Background: an optimization exercise with open tools, aiming at small area. Do not read the settings as production practice.
At most, simulation tests tie the RTL to the original design; equivalence was not proved.
No driver is modelled on the clock port, so clocking that relies on it looks cheaper here than on a real chip.
Power is estimated from default activity; no workload was simulated.

==> inputs of job 3357 <==
// sccb_responder
module sccb_responder #(
    parameter logic [6:0] DEV_ID = sccb_pkg::DEV_ID_DEFAULT
) (
    input  logic       sccb_clk,
    input  logic       sccb_reset,
    input  logic       sio_c_in,
    input  logic       sio_d_in,
    output logic       sio_d_oe,
    output logic       sio_d_out,
    output logic       wr_strobe,
    output logic [7:0] wr_addr,
    output logic [7:0] wr_data,
    output logic       busy
);
    logic scl_s, scl_rise_s, scl_fall_s;
    logic sda_s, sda_rise_s, sda_fall_s;
    logic start_s, stop_s;
    sccb_sync_edge u_sync_c (
        .clk   (sccb_clk),
        .reset (sccb_reset),
        .din   (sio_c_in),
        .sync  (scl_s),
        .rise  (scl_rise_s),
        .fall  (scl_fall_s)
    );
    sccb_sync_edge u_sync_d (
        .clk   (sccb_clk),
        .reset (sccb_reset),
        .din   (sio_d_in),
        .sync  (sda_s),
        .rise  (sda_rise_s),
        .fall  (sda_fall_s)
    );
    assign start_s = sda_fall_s & scl_s;
    assign stop_s  = sda_rise_s & scl_s;
    sccb_pkg::state_t state_r, state_s;
    logic [3:0]       cnt_r, cnt_s;       
    logic [7:0]       sh_r;
    logic [7:0]       sub_r;
    logic             sub0_r;             
    logic             idok_r;             
    logic             busy_r, busy_s;
    logic             wr_strobe_r;
    logic [7:0]       wr_addr_r, wr_data_r;
    logic [7:0]       rd_q_r;
    logic             pend_r;             
    logic [5:0]       ptr_r;
    logic [7:0]       wdata_s;
    logic             bit_s, we_s, in_rd, last_s;
    localparam logic [7:0] ID_BITS = {1'b0, DEV_ID[0], DEV_ID[1], DEV_ID[2],
                                      DEV_ID[3], DEV_ID[4], DEV_ID[5], DEV_ID[6]};
    assign wdata_s = {sh_r[6:0], sda_s};
    assign in_rd   = (state_r == sccb_pkg::S_RD);
    assign bit_s   = scl_rise_s & ~cnt_r[3] & ~start_s & ~stop_s;
    assign last_s  = (cnt_r[2:0] == 3'd7);
    assign we_s    = bit_s & last_s & (state_r == sccb_pkg::S_DATA);
    always_comb begin
        state_s = state_r;
        cnt_s   = cnt_r;
        busy_s  = busy_r;
        if (stop_s) begin
            state_s = sccb_pkg::S_IDLE;
            busy_s  = 1'b0;
        end else if (start_s) begin
            state_s = sccb_pkg::S_ID;
            cnt_s   = '0;
  ...
Settings: LEC_CHECK=0, CAP_MARGIN=20, CORE_MARGIN=2, CORE_UTILIZATION=40, PLACE_DENSITY=0.7, SLEW_MARGIN=20; clock period 10.0 ns.
standard.sh (not shown) runs the stock make flow with config.mk's settings and CLKGATE_MAP_FILE= SYNTH_SCRIPT=/design/flow/synth_recipe.tcl, a recipe that flattens the netlist after the stock synthesis.
==> flow/flow/run.sh <==
#!/bin/bash
# The standard layout with four changes:
#  - after the standard synthesis, the combinational logic is re-mapped for
#    area (flow/reopt.tcl, flow/area.abc); every flip-flop keeps its instance,
#    name and cell type;
#  - port buffers are the smallest buffer;
#  - the clock tree is built without dummy loads, with buf_12 clusters;
#  - after CTS, clock leaf nets whose slew is too high are rebalanced
#    (flow/post_cts.tcl).
# Each tool's output goes to a log file of its own in this folder.
set -euo pipefail
export BUFFER_PORTS_ARGS="-buffer_cell sky130_fd_sc_hd__buf_1"
export CTS_ARGS="-sink_clustering_enable -repair_clock_nets -dont_use_dummy_load -sink_clustering_size 34 -sink_clustering_max_diameter 65 -buf_list sky130_fd_sc_hd__buf_12"
export POST_CTS_TCL="$PWD/flow/post_cts.tcl"
export CLK_SLEW_TARGET_NS=0.122
RES="$PWD/orfs/results/$FLOW_PLATFORM/sccb_responder/base"
LOGS="$PWD/orfs/logs/$FLOW_PLATFORM/sccb_responder/base"

bash standard.sh synth > make_synth.log 2>&1

cp "$RES/1_2_yosys.v" "$PWD/standard_1_2_yosys.v"
export REOPT_LIB="$FLOW_HOME/platforms/$FLOW_PLATFORM/lib/sky130_fd_sc_hd__tt_025C_1v80.lib"
export REOPT_IN="$PWD/standard_1_2_yosys.v"
export REOPT_OUT="$PWD/reopt_1_2_yosys.v"
export REOPT_TOP="$FLOW_TOP"
export REOPT_SCRIPT="$PWD/flow/area.abc"
export REOPT_STAT="$PWD/reopt_stat.txt"
export REOPT_DONT_USE="$(grep -o -- '-dont_use [^ ]*' "$LOGS/1_2_yosys.log" | sort -u | tr '\n' ' ')"
test -n "$REOPT_DONT_USE"
yosys -c flow/reopt.tcl > yosys_reopt.log 2>&1
cp "$REOPT_OUT" "$RES/1_2_yosys.v"
rm -f "$RES/1_synth.odb" "$RES/1_synth.sdc"
bash standard.sh synth > make_synth_reopt.log 2>&1

bash standard.sh finish > make_finish.log 2>&1
==> flow/flow/area.abc <==
strash
dch
map -a
topo
dnsize -c
==> flow/flow/post_cts.tcl <==
# After clock tree synthesis: rebalance the clock leaf nets so that no
# flip-flop clock pin's estimated slew exceeds the target. A leaf net over the
# target hands its sink farthest from its buffer to the nearest other leaf
# buffer that has slew to spare; a leaf with no such neighbour is split in two
# with a new buffer of the same type, driven from the same parent net.
set slew_target [expr {[info exists ::env(CLK_SLEW_TARGET_NS)] ? $::env(CLK_SLEW_TARGET_NS) : 0.120}]
set ::pc_spare 0.006
set ::pc_block [ord::get_db_block]

proc inst_xy {inst} {
  set box [$inst getBBox]
  return [list [expr {([$box xMin] + [$box xMax]) / 2}] [expr {([$box yMin] + [$box yMax]) / 2}]]
}

# Leaf nets: clock nets driven by a buffer whose loads are all clock pins.
proc leaf_info {} {
  set leaves {}
  foreach net [$::pc_block getNets] {
    if {[$net getSigType] ne "CLOCK"} { continue }
    set drv ""; set n 0; set ok 1
    foreach t [$net getITerms] {
      if {[$t isOutputSignal]} { set drv $t; continue }
      if {[[$t getMTerm] getName] ne "CLK"} { set ok 0; break }
      incr n
    }
    if {$ok && $drv ne "" && $n > 0} { lappend leaves $net }
  }
  return $leaves
}

# Worst clock pin slew per net name.
proc net_slews {} {
  set d [dict create]
  foreach pin [get_pins -hierarchical */CLK] {
    set s [get_property $pin slew_max]
    set name [[[sta::sta_to_db_pin $pin] getNet] getName]
    if {![dict exists $d $name] || [dict get $d $name] < $s} { dict set d $name $s }
  }
  return $d
}

proc net_driver {net} {
  foreach t [$net getITerms] { if {[$t isOutputSignal]} { return [$t getInst] } }
  return ""
}

set moves 0
set splits 0
for {set iter 0} {$iter < 400} {incr iter} {
  estimate_parasitics -placement
  set leaves [leaf_info]
  set worst_net ""; set worst 0
  set slews [net_slews]
  foreach net $leaves {
    set w [dict get $slews [$net getName]]
    if {$w > $worst} { set worst $w; set worst_net $net }
  }
  if {$worst <= $slew_target} { break }
  set dinst [net_driver $worst_net]
  lassign [inst_xy $dinst] dx dy
  # the sink farthest from its buffer
  set far ""; set fd -1
  foreach t [$worst_net getITerms] {
    if {[$t isOutputSignal]} { continue }
    lassign [inst_xy [$t getInst]] x y
    set d [expr {abs($x - $dx) + abs($y - $dy)}]
    if {$d > $fd} { set fd $d; set far $t }
  }
  lassign [inst_xy [$far getInst]] fx fy
  # nearest other leaf buffer with slew to spare
  set best ""; set bd -1
  foreach net $leaves {
    if {$net eq $worst_net} { continue }
    if {[dict get $slews [$net getName]] > $slew_target - $::pc_spare} { continue }
    lassign [inst_xy [net_driver $net]] x y
    set d [expr {abs($x - $fx) + abs($y - $fy)}]
    if {$bd < 0 || $d < $bd} { set bd $d; set best $net }
  }
  if {$best ne "" && $bd <= 2 * $fd + 20000} {
    $far disconnect
    $far connect $best
    incr moves
    continue
  }
  # split: move the half of the sinks on one side to a new buffer
  set sinks {}
  foreach t [$worst_net getITerms] { if {![$t isOutputSignal]} { lappend sinks $t } }
  set xs {}; set ys {}
  foreach t $sinks { lassign [inst_xy [$t getInst]] x y; lappend xs $x; lappend ys $y }
  set ddx [expr {[tcl::mathfunc::max {*}$xs] - [tcl::mathfunc::min {*}$xs]}]
  set ddy [expr {[tcl::mathfunc::max {*}$ys] - [tcl::mathfunc::min {*}$ys]}]
  set idx [expr {$ddx >= $ddy ? 0 : 1}]
  set keyed {}
  foreach t $sinks { lappend keyed [list [lindex [inst_xy [$t getInst]] $idx] $t] }
  set keyed [lsort -integer -index 0 $keyed]
  set moved [lrange $keyed [expr {[llength $keyed] / 2}] end]
  set parent ""
  foreach t [$dinst getITerms] { if {[$t isInputSignal]} { set parent [$t getNet] } }
  set ninst [odb::dbInst_create $::pc_block [$dinst getMaster] "clkfix_buf_$splits"]
  set nnet [odb::dbNet_create $::pc_block "clkfix_net_$splits"]
  incr splits
  $nnet setSigType CLOCK
  set sx 0; set sy 0
  foreach k $moved {
    set t [lindex $k 1]
    lassign [inst_xy [$t getInst]] x y
    set sx [expr {$sx + $x}]; set sy [expr {$sy + $y}]
    $t disconnect
    $t connect $nnet
  }
  set n [llength $moved]
  $ninst setLocation [expr {$sx / $n}] [expr {$sy / $n}]
  $ninst setPlacementStatus PLACED
  foreach t [$ninst getITerms] {
    if {[$t isInputSignal]} { $t connect $parent }
    if {[$t isOutputSignal]} { $t connect $nnet }
  }
}
puts "post_cts: $moves sinks moved, $splits leaf buffers added, worst leaf slew $worst after $iter rounds"
if {$splits > 0} { detailed_placement }
estimate_parasitics -placement
==> flow/flow/reopt.tcl <==
# Re-map the combinational logic of a synthesized netlist for area, keeping
# every flip-flop and tie cell instance (and its name) as it is.
yosys -import
set lib $::env(REOPT_LIB)
read_liberty -ignore_miss_func $lib
read_verilog $::env(REOPT_IN)
hierarchy -top $::env(REOPT_TOP)
setattr -mod -set blackbox 1 sky130_fd_sc_hd__df* sky130_fd_sc_hd__edf* sky130_fd_sc_hd__sdf* sky130_fd_sc_hd__conb*
flatten
opt -purge
abc -liberty $lib -script $::env(REOPT_SCRIPT) {*}$::env(REOPT_DONT_USE)
opt_clean -purge
hilomap -singleton -hicell sky130_fd_sc_hd__conb_1 HI -locell sky130_fd_sc_hd__conb_1 LO
opt_clean -purge
yosys rename -enumerate -pattern _ro%_ w:\$abc* c:\$abc* w:\$auto* c:\$auto*
yosys rename -hide w:*.*
opt_clean -purge
yosys select -module $::env(REOPT_TOP)
tee -o $::env(REOPT_STAT) stat -liberty $lib
write_verilog -noattr -nohex -nodec -selected $::env(REOPT_OUT)
==> job 1343 (differences from job 3357) <==
==> flow/flow/run.sh (replaced) <==
#!/bin/bash
# Standard layout, with small port buffers, a clock tree built without dummy
# loads, and clock leaf nets rebalanced after CTS where their slew is too high.
set -euo pipefail
export BUFFER_PORTS_ARGS="-buffer_cell sky130_fd_sc_hd__buf_1"
export CTS_ARGS="-sink_clustering_enable -repair_clock_nets -dont_use_dummy_load -sink_clustering_size 40 -sink_clustering_max_diameter 80 -buf_list sky130_fd_sc_hd__buf_12"
export POST_CTS_TCL="$PWD/flow/post_cts.tcl"
export CLK_SLEW_TARGET_NS=0.122
bash standard.sh finish > make_finish.log 2>&1
--- a/flow/flow/post_cts.tcl
+++ b/flow/flow/post_cts.tcl
@@ -5,6 +5,6 @@
 # with a new buffer of the same type, driven from the same parent net.
 set slew_target [expr {[info exists ::env(CLK_SLEW_TARGET_NS)] ? $::env(CLK_SLEW_TARGET_NS) : 0.120}]
-set ::pc_spare 0.006
-set ::pc_block [ord::get_db_block]
+set spare 0.006
+set block [ord::get_db_block]
 
 proc inst_xy {inst} {
@@ -15,6 +15,7 @@
 # Leaf nets: clock nets driven by a buffer whose loads are all clock pins.
 proc leaf_info {} {
+  global block
   set leaves {}
-  foreach net [$::pc_block getNets] {
+  foreach net [$block getNets] {
     if {[$net getSigType] ne "CLOCK"} { continue }
     set drv ""; set n 0; set ok 1
@@ -29,13 +30,13 @@
 }
 
-# Worst clock pin slew per net name.
-proc net_slews {} {
-  set d [dict create]
-  foreach pin [get_pins -hierarchical */CLK] {
+proc net_worst {net} {
+  set w 0
+  foreach t [$net getITerms] {
+    if {[$t isOutputSignal]} { continue }
+    set pin [sta::db_pin_to_sta $t]
     set s [get_property $pin slew_max]
-    set name [[[sta::sta_to_db_pin $pin] getNet] getName]
-    if {![dict exists $d $name] || [dict get $d $name] < $s} { dict set d $name $s }
+    if {$s > $w} { set w $s }
   }
-  return $d
+  return $w
 }
 
@@ -51,7 +52,8 @@
   set leaves [leaf_info]
   set worst_net ""; set worst 0
-  set slews [net_slews]
+  set slews [dict create]
   foreach net $leaves {
-    set w [dict get $slews [$net getName]]
+    set w [net_worst $net]
+    dict set slews [$net getName] $w
     if {$w > $worst} { set worst $w; set worst_net $net }
   }
@@ -72,5 +74,5 @@
   foreach net $leaves {
     if {$net eq $worst_net} { continue }
-    if {[dict get $slews [$net getName]] > $slew_target - $::pc_spare} { continue }
+    if {[dict get $slews [$net getName]] > $slew_target - $spare} { continue }
     lassign [inst_xy [net_driver $net]] x y
     set d [expr {abs($x - $fx) + abs($y - $fy)}]
@@ -97,6 +99,6 @@
   set parent ""
   foreach t [$dinst getITerms] { if {[$t isInputSignal]} { set parent [$t getNet] } }
-  set ninst [odb::dbInst_create $::pc_block [$dinst getMaster] "clkfix_buf_$splits"]
-  set nnet [odb::dbNet_create $::pc_block "clkfix_net_$splits"]
+  set ninst [odb::dbInst_create $block [$dinst getMaster] "clkfix_buf_$splits"]
+  set nnet [odb::dbNet_create $block "clkfix_net_$splits"]
   incr splits
   $nnet setSigType CLOCK
PLACE_DENSITY = not set   (was 0.7)
removed: flow/flow/area.abc
removed: flow/flow/reopt.tcl
==> job 2571 (differences from job 3357) <==
==> flow/flow/run.sh (replaced) <==
#!/bin/bash
# Standard layout, with small port buffers, a clock tree built without dummy
# loads, and clock leaf nets rebalanced after CTS where their slew is too high.
set -euo pipefail
export BUFFER_PORTS_ARGS="-buffer_cell sky130_fd_sc_hd__buf_1"
export CTS_ARGS="-sink_clustering_enable -repair_clock_nets -dont_use_dummy_load -sink_clustering_size 36 -sink_clustering_max_diameter 60 -buf_list sky130_fd_sc_hd__buf_12"
export POST_CTS_TCL="$PWD/flow/post_cts.tcl"
export CLK_SLEW_TARGET_NS=0.119
bash standard.sh finish > make_finish.log 2>&1
CORE_UTILIZATION = 50   (was 40)
PLACE_DENSITY = 0.75   (was 0.7)
removed: flow/flow/area.abc
removed: flow/flow/reopt.tcl
==> results.txt <==
quantity                                                                   job 1343          job 2571          job 3357
Cells after DPL                                                               3,849             3,525             3,840
Synthesized instance count                                                    2,347             2,347             2,401
Final total power                                                                 -         0.01198 W         0.01190 W
Hold path cells                                                                   -                 0                 0
Most common library cell in the layout ignoring fill and taps                     -           dfxtp_1           dfxtp_1
Arr. time, crit path                                                              -           1830 ps           1650 ps
Cell class with the largest area share                                            -  sequential cells  sequential cells
Path class of the lowest-slack min-delay path                                     -      flop to flop      flop to flop
Area occupied by multi-input gates                                                -         1569 um^2         1202 um^2
Most common cell in the netlist                                             dfxtp_1           dfxtp_1                 -
Result of the run                                                    did not finish  timing/DRC/antenna clean  timing/DRC/antenna clean
Stage where the flow stopped                                   clock tree synthesis                 -                 -
Delay contributed by the slowest stage of the critical path                       -            420 ps            430 ps
Min Clock Period, post-route                                                      -           3830 ps           3653 ps
Wire length on met3                                                               -           2158 um           2248 um

==> 05-07 <==
==> flow/design.v <==
package sccb_pkg;
    typedef enum logic [3:0] {
        S_IDLE     = 4'd0,
        S_ID       = 4'd1,
        S_ID_ACK   = 4'd2,
        S_SUB      = 4'd3,
        S_SUB_ACK  = 4'd4,
        S_DATA     = 4'd5,
        S_DATA_ACK = 4'd6,
        S_RD       = 4'd7,
        S_RD_NA    = 4'd8,
        S_IGNORE   = 4'd9
    } state_t;
    localparam logic [6:0] DEV_ID_DEFAULT = 7'h21;
    localparam int         ACK_BIT        = 8;
    localparam int         CNT_W          = 4;
    localparam logic [CNT_W-1:0] CNT_ACK = CNT_W'(ACK_BIT);
    localparam logic [CNT_W-1:0] CNT_END = CNT_W'(ACK_BIT + 1);
endpackage
module sccb_sync_edge (
    input  logic clk,
    input  logic reset,
    input  logic din,
    output logic sync,
    output logic rise,
    output logic fall
);
    logic meta_r;
    logic sync_r;
    logic prev_r;
    always_ff @(posedge clk) begin
        if (reset) begin
            meta_r <= 1'b1;
            sync_r <= 1'b1;
            prev_r <= 1'b1;
        end else begin
            meta_r <= din;
            sync_r <= meta_r;
            prev_r <= sync_r;
        end
    end
    assign sync = sync_r;
    assign rise = sync_r & ~prev_r;
    assign fall = ~sync_r & prev_r;
endmodule
module sccb_responder #(
    parameter logic [6:0] DEV_ID = sccb_pkg::DEV_ID_DEFAULT
) (
    input  logic       sccb_clk,
    input  logic       sccb_reset,
    input  logic       sio_c_in,
    input  logic       sio_d_in,
    output logic       sio_d_oe,
    output logic       sio_d_out,
    output logic       wr_strobe,
    output logic [7:0] wr_addr,
    output logic [7:0] wr_data,
    output logic       busy
);
    logic scl_s, scl_rise_s, scl_fall_s;
    logic sda_s, sda_rise_s, sda_fall_s;
    logic start_s, stop_s;
    sccb_sync_edge u_sync_c (
        .clk   (sccb_clk),
        .reset (sccb_reset),
        .din   (sio_c_in),
        .sync  (scl_s),
        .rise  (scl_rise_s),
        .fall  (scl_fall_s)
    );
    sccb_sync_edge u_sync_d (
        .clk   (sccb_clk),
        .reset (sccb_reset),
        .din   (sio_d_in),
        .sync  (sda_s),
        .rise  (sda_rise_s),
        .fall  (sda_fall_s)
    );
    assign start_s = sda_fall_s & scl_s;
    assign stop_s  = sda_rise_s & scl_s;
    sccb_pkg::state_t state_r, state_s;
    logic [sccb_pkg::CNT_W-1:0] cnt_r, cnt_s;
    logic [7:0]       sh_r, sh_s;
    logic [7:0]       sub_r, sub_s;
    logic             rw_r, rw_s;
    logic [6:0]       tx_r, tx_s;
    logic             oe_r, oe_s;
    logic             out_r, out_s;
    logic             busy_r, busy_s;
    logic             we_s;
    logic [7:0]       wdata_s;
    logic             wr_strobe_r;
    logic [7:0]       wr_addr_r, wr_data_r;
    logic [7:0]       rd_q_r;
    logic [7:0]       mem [256];
    assign wdata_s = {sh_r[6:0], sda_s};
    always_comb begin
        state_s = state_r;
        cnt_s   = cnt_r;
        sh_s    = sh_r;
        sub_s   = sub_r;
        rw_s    = rw_r;
        tx_s    = tx_r;
        oe_s    = oe_r;
        out_s   = out_r;
        busy_s  = busy_r;
        we_s    = 1'b0;
        if (stop_s) begin
            state_s = sccb_pkg::S_IDLE;
            cnt_s   = '0;
            oe_s    = 1'b0;
            out_s   = 1'b1;
            busy_s  = 1'b0;
        end else if (start_s) begin
            state_s = sccb_pkg::S_ID;
            cnt_s   = '0;
            oe_s    = 1'b0;
            out_s   = 1'b1;
        end else begin
            case (state_r)
                sccb_pkg::S_ID, sccb_pkg::S_SUB, sccb_pkg::S_DATA: begin
                    if (scl_rise_s && (cnt_r < sccb_pkg::CNT_ACK)) begin
                        sh_s  = wdata_s;
                        cnt_s = cnt_r + sccb_pkg::CNT_W'(1);
                        if ((state_r == sccb_pkg::S_SUB) && (cnt_r == sccb_pkg::CNT_ACK - sccb_pkg::CNT_W'(1))) begin
                            sub_s = wdata_s;
                        end else begin
                            sub_s = sub_r;
                        end
                        we_s = (state_r == sccb_pkg::S_DATA) && (cnt_r == sccb_pkg::CNT_ACK - sccb_pkg::CNT_W'(1));
                    end else if (scl_fall_s && (cnt_r == sccb_pkg::CNT_ACK)) begin
                        oe_s  = 1'b1;
                        out_s = 1'b0;
                        if (state_r == sccb_pkg::S_SUB) begin
                            state_s = sccb_pkg::S_SUB_ACK;
                        end else if (state_r == sccb_pkg::S_DATA) begin
                            state_s = sccb_pkg::S_DATA_ACK;
                        end else if (sh_r[7:1] == DEV_ID) begin
                            state_s = sccb_pkg::S_ID_ACK;
                            rw_s    = sh_r[0];
                            busy_s  = 1'b1;
                        end else begin
                            state_s = sccb_pkg::S_IGNORE;
                            oe_s    = 1'b0;
                            out_s   = 1'b1;
                            busy_s  = 1'b0;
                        end
                    end else begin
                        cnt_s = cnt_r;
                    end
                end
                sccb_pkg::S_ID_ACK, sccb_pkg::S_SUB_ACK, sccb_pkg::S_DATA_ACK, sccb_pkg::S_RD_NA: begin
                    if (scl_rise_s && (cnt_r == sccb_pkg::CNT_ACK)) begin
                        cnt_s = sccb_pkg::CNT_END;
                    end else if (scl_fall_s && (cnt_r == sccb_pkg::CNT_END)) begin
                        cnt_s = '0;
                        oe_s  = 1'b0;
                        out_s = 1'b1;
                        case (state_r)
                            sccb_pkg::S_ID_ACK: begin
                                if (rw_r) begin
                                    state_s = sccb_pkg::S_RD;
                                    oe_s    = 1'b1;
                                    out_s   = rd_q_r[7];
                                    tx_s    = rd_q_r[6:0];
                                end else begin
                                    state_s = sccb_pkg::S_SUB;
                                end
                            end
                            sccb_pkg::S_SUB_ACK: state_s = sccb_pkg::S_DATA;
                            default:   state_s = sccb_pkg::S_IGNORE;
                        endcase
                    end else begin
                        cnt_s = cnt_r;
                    end
                end
                sccb_pkg::S_RD: begin
                    if (scl_rise_s && (cnt_r < sccb_pkg::CNT_ACK)) begin
                        cnt_s = cnt_r + sccb_pkg::CNT_W'(1);
                    end else if (scl_fall_s && (cnt_r == sccb_pkg::CNT_ACK)) begin
                        state_s = sccb_pkg::S_RD_NA;
                        oe_s    = 1'b0;
                        out_s   = 1'b1;
                    end else if (scl_fall_s && (cnt_r != '0)) begin
                        out_s = tx_r[6];
                        tx_s  = {tx_r[5:0], 1'b0};
                    end else begin
                        cnt_s = cnt_r;
                    end
                end
                sccb_pkg::S_IDLE, sccb_pkg::S_IGNORE: begin
                    oe_s = 1'b0;
                end
                default: begin
                    state_s = sccb_pkg::S_IDLE;
                    oe_s    = 1'b0;
                    out_s   = 1'b1;
                end
            endcase
        end
    end
    always_ff @(posedge sccb_clk) begin
        if (sccb_reset) begin
            state_r     <= sccb_pkg::S_IDLE;
            cnt_r       <= '0;
            sh_r        <= 8'h00;
            sub_r       <= 8'h00;
            rw_r        <= 1'b0;
            tx_r        <= 7'h00;
            oe_r        <= 1'b0;
            out_r       <= 1'b1;
            busy_r      <= 1'b0;
            wr_strobe_r <= 1'b0;
            wr_addr_r   <= 8'h00;
            wr_data_r   <= 8'h00;
        end else begin
            state_r     <= state_s;
            cnt_r       <= cnt_s;
            sh_r        <= sh_s;
            sub_r       <= sub_s;
            rw_r        <= rw_s;
            tx_r        <= tx_s;
            oe_r        <= oe_s;
            out_r       <= out_s;
            busy_r      <= busy_s;
            wr_strobe_r <= we_s;
            if (we_s) begin
                wr_addr_r <= sub_r;
                wr_data_r <= wdata_s;
            end else begin
                wr_addr_r <= wr_addr_r;
                wr_data_r <= wr_data_r;
            end
        end
    end
    always_ff @(posedge sccb_clk) begin
        if (we_s && !sccb_reset) begin
            mem[sub_r] <= wdata_s;
        end
        rd_q_r <= mem[sub_r];
    end
    assign sio_d_oe  = oe_r;
    assign sio_d_out = out_r;
    assign wr_strobe = wr_strobe_r;
    assign wr_addr   = wr_addr_r;
    assign wr_data   = wr_data_r;
    assign busy      = busy_r;
endmodule
==> flow/run.sh <==
#!/bin/bash
# synth_recipe.tcl (not shown) runs the flow's synth.tcl, then flattens the netlist and writes it again
# the make line also repeats each setting of config.mk as NAME=value (left out here)
make -C /OpenROAD-flow-scripts/flow DESIGN_CONFIG=/design/flow/config.mk WORK_HOME=/design/flow/orfs CLKGATE_MAP_FILE= SYNTH_SCRIPT=/design/flow/synth_recipe.tcl finish
==> flow/config.mk <==
export PLATFORM = sky130hd
export DESIGN_NAME = sccb_responder
export DESIGN_NICKNAME = sccb_responder
export VERILOG_FILES = /design/flow/design.v
export SDC_FILE = /design/flow/constraint.sdc
export NUM_CORES = 4
export LEC_CHECK = 0
export CAP_MARGIN = 20
export CORE_MARGIN = 2
export CORE_UTILIZATION = 40
export SLEW_MARGIN = 20
==> flow/constraint.sdc <==
create_clock -name core_clock -period 10.0 [get_ports {sccb_clk}]
set_input_delay 2.0000 -clock core_clock [delete_from_list [all_inputs] [get_ports {sccb_clk}]]
set_output_delay 2.0000 -clock core_clock [all_outputs]
set_load 0.01 [all_outputs]
==> 11-25: changes against 05-07 <==
--- a/flow/design.v
+++ b/flow/design.v
@@ -17,4 +17,6 @@
     localparam logic [CNT_W-1:0] CNT_ACK = CNT_W'(ACK_BIT);
     localparam logic [CNT_W-1:0] CNT_END = CNT_W'(ACK_BIT + 1);
+    localparam int RINGS = 4;
+    localparam int DEPTH = 64;
 endpackage
 module sccb_sync_edge (
@@ -83,27 +85,35 @@
     logic [7:0]       sh_r, sh_s;
     logic [7:0]       sub_r, sub_s;
+    logic             sub0_r;         
     logic             rw_r, rw_s;
-    logic [6:0]       tx_r, tx_s;
+    logic             idok_r, idok_s;
     logic             oe_r, oe_s;
     logic             out_r, out_s;
     logic             busy_r, busy_s;
     logic             we_s;
+    logic             sub_ld_s;
+    logic             rd_load_s;      
     logic [7:0]       wdata_s;
     logic             wr_strobe_r;
     logic [7:0]       wr_addr_r, wr_data_r;
     logic [7:0]       rd_q_r;
-    logic [7:0]       mem [256];
+    logic             pend_r;         
+    logic [5:0]       ptr_r;
+    logic [7:0]       sub_e;
     assign wdata_s = {sh_r[6:0], sda_s};
+    assign sub_e   = sub0_r ? 8'h00 : sub_r;
     always_comb begin
-        state_s = state_r;
-        cnt_s   = cnt_r;
-        sh_s    = sh_r;
-        sub_s   = sub_r;
-        rw_s    = rw_r;
-        tx_s    = tx_r;
-        oe_s    = oe_r;
-        out_s   = out_r;
-        busy_s  = busy_r;
-        we_s    = 1'b0;
+        state_s   = state_r;
+        cnt_s     = cnt_r;
+        sh_s      = sh_r;
+        sub_s     = sub_r;
+        rw_s      = rw_r;
+        idok_s    = idok_r;
+        oe_s      = oe_r;
+        out_s     = out_r;
+        busy_s    = busy_r;
+        we_s      = 1'b0;
+        sub_ld_s  = 1'b0;
+        rd_load_s = 1'b0;
         if (stop_s) begin
             state_s = sccb_pkg::S_IDLE;
@@ -121,10 +131,18 @@
                 sccb_pkg::S_ID, sccb_pkg::S_SUB, sccb_pkg::S_DATA: begin
                     if (scl_rise_s && (cnt_r < sccb_pkg::CNT_ACK)) begin
-                        sh_s  = wdata_s;
                         cnt_s = cnt_r + sccb_pkg::CNT_W'(1);
+                        if (state_r == sccb_pkg::S_ID) begin
+                            if (cnt_r == sccb_pkg::CNT_ACK - sccb_pkg::CNT_W'(1)) begin
+                                rw_s = sda_s;
+                            end else begin
+                                idok_s = ((cnt_r == '0) | idok_r) &
+                                         (sda_s == DEV_ID[3'd6 - cnt_r[2:0]]);
+                            end
+                        end else begin
+                            sh_s = wdata_s;
+                        end
                         if ((state_r == sccb_pkg::S_SUB) && (cnt_r == sccb_pkg::CNT_ACK - sccb_pkg::CNT_W'(1))) begin
-                            sub_s = wdata_s;
-                        end else begin
-                            sub_s = sub_r;
+                            sub_s    = wdata_s;
+                            sub_ld_s = 1'b1;
                         end
                         we_s = (state_r == sccb_pkg::S_DATA) && (cnt_r == sccb_pkg::CNT_ACK - sccb_pkg::CNT_W'(1));
@@ -136,7 +154,6 @@
                         end else if (state_r == sccb_pkg::S_DATA) begin
                             state_s = sccb_pkg::S_DATA_ACK;
-                        end else if (sh_r[7:1] == DEV_ID) begin
+                        end else if (idok_r) begin
                             state_s = sccb_pkg::S_ID_ACK;
-                            rw_s    = sh_r[0];
                             busy_s  = 1'b1;
                         end else begin
@@ -146,6 +163,4 @@
                             busy_s  = 1'b0;
                         end
-                    end else begin
-                        cnt_s = cnt_r;
                     end
                 end
@@ -160,8 +175,8 @@
                             sccb_pkg::S_ID_ACK: begin
                                 if (rw_r) begin
-                                    state_s = sccb_pkg::S_RD;
-                                    oe_s    = 1'b1;
-                                    out_s   = rd_q_r[7];
-                                    tx_s    = rd_q_r[6:0];
+                                    state_s   = sccb_pkg::S_RD;
+                                    oe_s      = 1'b1;
+                                    out_s     = rd_q_r[7];
+                                    rd_load_s = 1'b1;
                                 end else begin
                                     state_s = sccb_pkg::S_SUB;
@@ -171,6 +186,4 @@
                             default:   state_s = sccb_pkg::S_IGNORE;
                         endcase
-                    end else begin
-                        cnt_s = cnt_r;
                     end
                 end
@@ -183,8 +196,6 @@
                         out_s   = 1'b1;
                     end else if (scl_fall_s && (cnt_r != '0)) begin
-                        out_s = tx_r[6];
-                        tx_s  = {tx_r[5:0], 1'b0};
-                    end else begin
-                        cnt_s = cnt_r;
+                        out_s     = rd_q_r[7];
+                        rd_load_s = 1'b1;
                     end
                 end
@@ -204,8 +215,5 @@
             state_r     <= sccb_pkg::S_IDLE;
             cnt_r       <= '0;
-            sh_r        <= 8'h00;
-            sub_r       <= 8'h00;
-            rw_r        <= 1'b0;
-            tx_r        <= 7'h00;
+            sub0_r      <= 1'b1;
             oe_r        <= 1'b0;
             out_r       <= 1'b1;
@@ -217,8 +225,5 @@
             state_r     <= state_s;
             cnt_r       <= cnt_s;
-            sh_r        <= sh_s;
-            sub_r       <= sub_s;
-            rw_r        <= rw_s;
-            tx_r        <= tx_s;
+            sub0_r      <= sub0_r & ~sub_ld_s;
             oe_r        <= oe_s;
             out_r       <= out_s;
@@ -228,15 +233,43 @@
                 wr_addr_r <= sub_r;
                 wr_data_r <= wdata_s;
+            end
+        end
+    end
+    always_ff @(posedge sccb_clk) begin
+        if (!sccb_reset) begin
+            sh_r   <= sh_s;
+            sub_r  <= sub_s;
+            rw_r   <= rw_s;
+            idok_r <= idok_s;
+        end
+    end
+    logic [8*sccb_pkg::DEPTH-1:0] ring_r [sccb_pkg::RINGS];
+    logic [7:0] ring_in [sccb_pkg::RINGS];
+    logic       hit_s;
+    assign hit_s = (ptr_r == sub_r[7:2]);
+    always_comb begin
+        for (int r = 0; r < sccb_pkg::RINGS; r++) begin
+            if (pend_r && hit_s && (sub_r[1:0] == 2'(r))) begin
+                ring_in[r] = sh_r;
             end else begin
-                wr_addr_r <= wr_addr_r;
-                wr_data_r <= wr_data_r;
+                ring_in[r] = ring_r[r][7:0];
             end
         end
     end
     always_ff @(posedge sccb_clk) begin
+        ptr_r <= ptr_r + 6'd1;
+        for (int r = 0; r < sccb_pkg::RINGS; r++) begin
+            ring_r[r] <= {ring_in[r], ring_r[r][8*sccb_pkg::DEPTH-1:8]};
+        end
         if (we_s && !sccb_reset) begin
-            mem[sub_r] <= wdata_s;
-        end
-        rd_q_r <= mem[sub_r];
+            pend_r <= 1'b1;
+        end else if (hit_s) begin
+            pend_r <= 1'b0;
+        end
+        if (rd_load_s) begin
+            rd_q_r <= {rd_q_r[6:0], 1'b0};
+        end else if ((ptr_r == sub_e[7:2]) && (state_r != sccb_pkg::S_RD)) begin
+            rd_q_r <= ring_in[sub_e[1:0]];
+        end
     end
     assign sio_d_oe  = oe_r;
==> flow/flow/run.sh (new file) <==
#!/bin/bash
# Standard layout, with the clock tree built without dummy loads.
set -euo pipefail
export CTS_ARGS="-sink_clustering_enable -repair_clock_nets -dont_use_dummy_load -sink_clustering_size 30 -sink_clustering_max_diameter 60"
bash standard.sh finish > make_finish.log 2>&1
==> flow/standard.sh (new file) <==
#!/bin/bash
# synth_recipe.tcl (not shown) runs the flow's synth.tcl, then flattens the netlist and writes it again
# the make line also repeats each setting of config.mk as NAME=value (left out here)
make -C /OpenROAD-flow-scripts/flow DESIGN_CONFIG=/design/flow/config.mk WORK_HOME=/design/flow/orfs CLKGATE_MAP_FILE= SYNTH_SCRIPT=/design/flow/synth_recipe.tcl "${@:-finish}"
removed: flow/run.sh
==> qor.txt <==
Outcome - timing/DRC/antenna clean
Post-Synth Simple-Gate Area - 0.0241
All-layer global routing usage - 0.192
Initial antenna violation count - 12
Critical Path AT - 5.42 ns
Hold path start - u_sync_c.meta_r$_SDFF_PP1_
Iter 0 DRT Violations - 5035
R2R Path Start - state_r[0]$_SDFFE_PP0P_
Fraction of layout cells with a size suffix above 1 - 0.234
Fill cells - 16600
Met1 usage - 0.277
Worst slew pin tran - 1.25 ns
Critical Path Max Stage Delay - 0.87 ns
First-pass GRT wire length - 286000 um
Power per standard cell area - 191 nW/um2
Non-clk buf share - 0.00998
Source of the figures above: 05-07

==> qor.txt <==
Outcome - timing/DRC/antenna clean
All-layer global routing usage - 0.0879
Critical Path AT - 1.62 ns
First-pass GRT wire length - 82900 um
Fraction of layout cells with a size suffix above 1 - 0.0501
Non-clk buf share - 0.00499
Met1 usage - 0.135
R2R Path Start - cnt_r[1]$_SDFFE_PP0P_
Initial antenna violation count - 2
Hold path start - ring_r[2][303]$_DFF_P_
Power per standard cell area - 249 nW/um2
Post-Synth Simple-Gate Area - 0.0186
Source of the figures above: 11-25

Function not checked in 05-07: the RTL went through the layout flow alone.

afterwards: timing with drivers on the ports:
No port has a modelled driver above. Below, the same layouts with a new extraction and two added sets of constraints. Step 1: set_driving_cell puts a clkbuf_16 on sccb_clk and a buf_2 on each other input, an assumption about the parent block. Step 2 moves the port delays by t, midway between the first and last clock arrival at a register: inputs arrive t later, outputs are due t later. That takes back most of the time a late clock gives input paths. Slacks: ideal / step 1 / step 2; pairs: ideal / step 1.
run | t, ns | setup WS [ns] | hold WS [ns] | worst setup path after step 2 | cell pins on the clock port's net
job 3357 | 0.620 | 6.347 / 6.285 / 6.652 | 0.236 / 0.236 / 0.236 | input to register | 1
job 2571 | 0.643 | 6.170 / 6.104 / 6.746 | 0.286 / 0.286 / 0.286 | register to output | 1
05-07 | 0.911 | 5.062 / 5.062 / 4.494 | 0.410 / 0.410 / 0.410 | input to register | 1
11-25 | 0.686 | 6.376 / 6.313 / 5.791 | 0.276 / 0.276 / 0.276 | input to register | 1
After both steps setup and hold are still met in every run listed. The setup slack of 11-25, which loses most, moves by -0.063 ns with the drivers and by -0.585 ns with both steps.
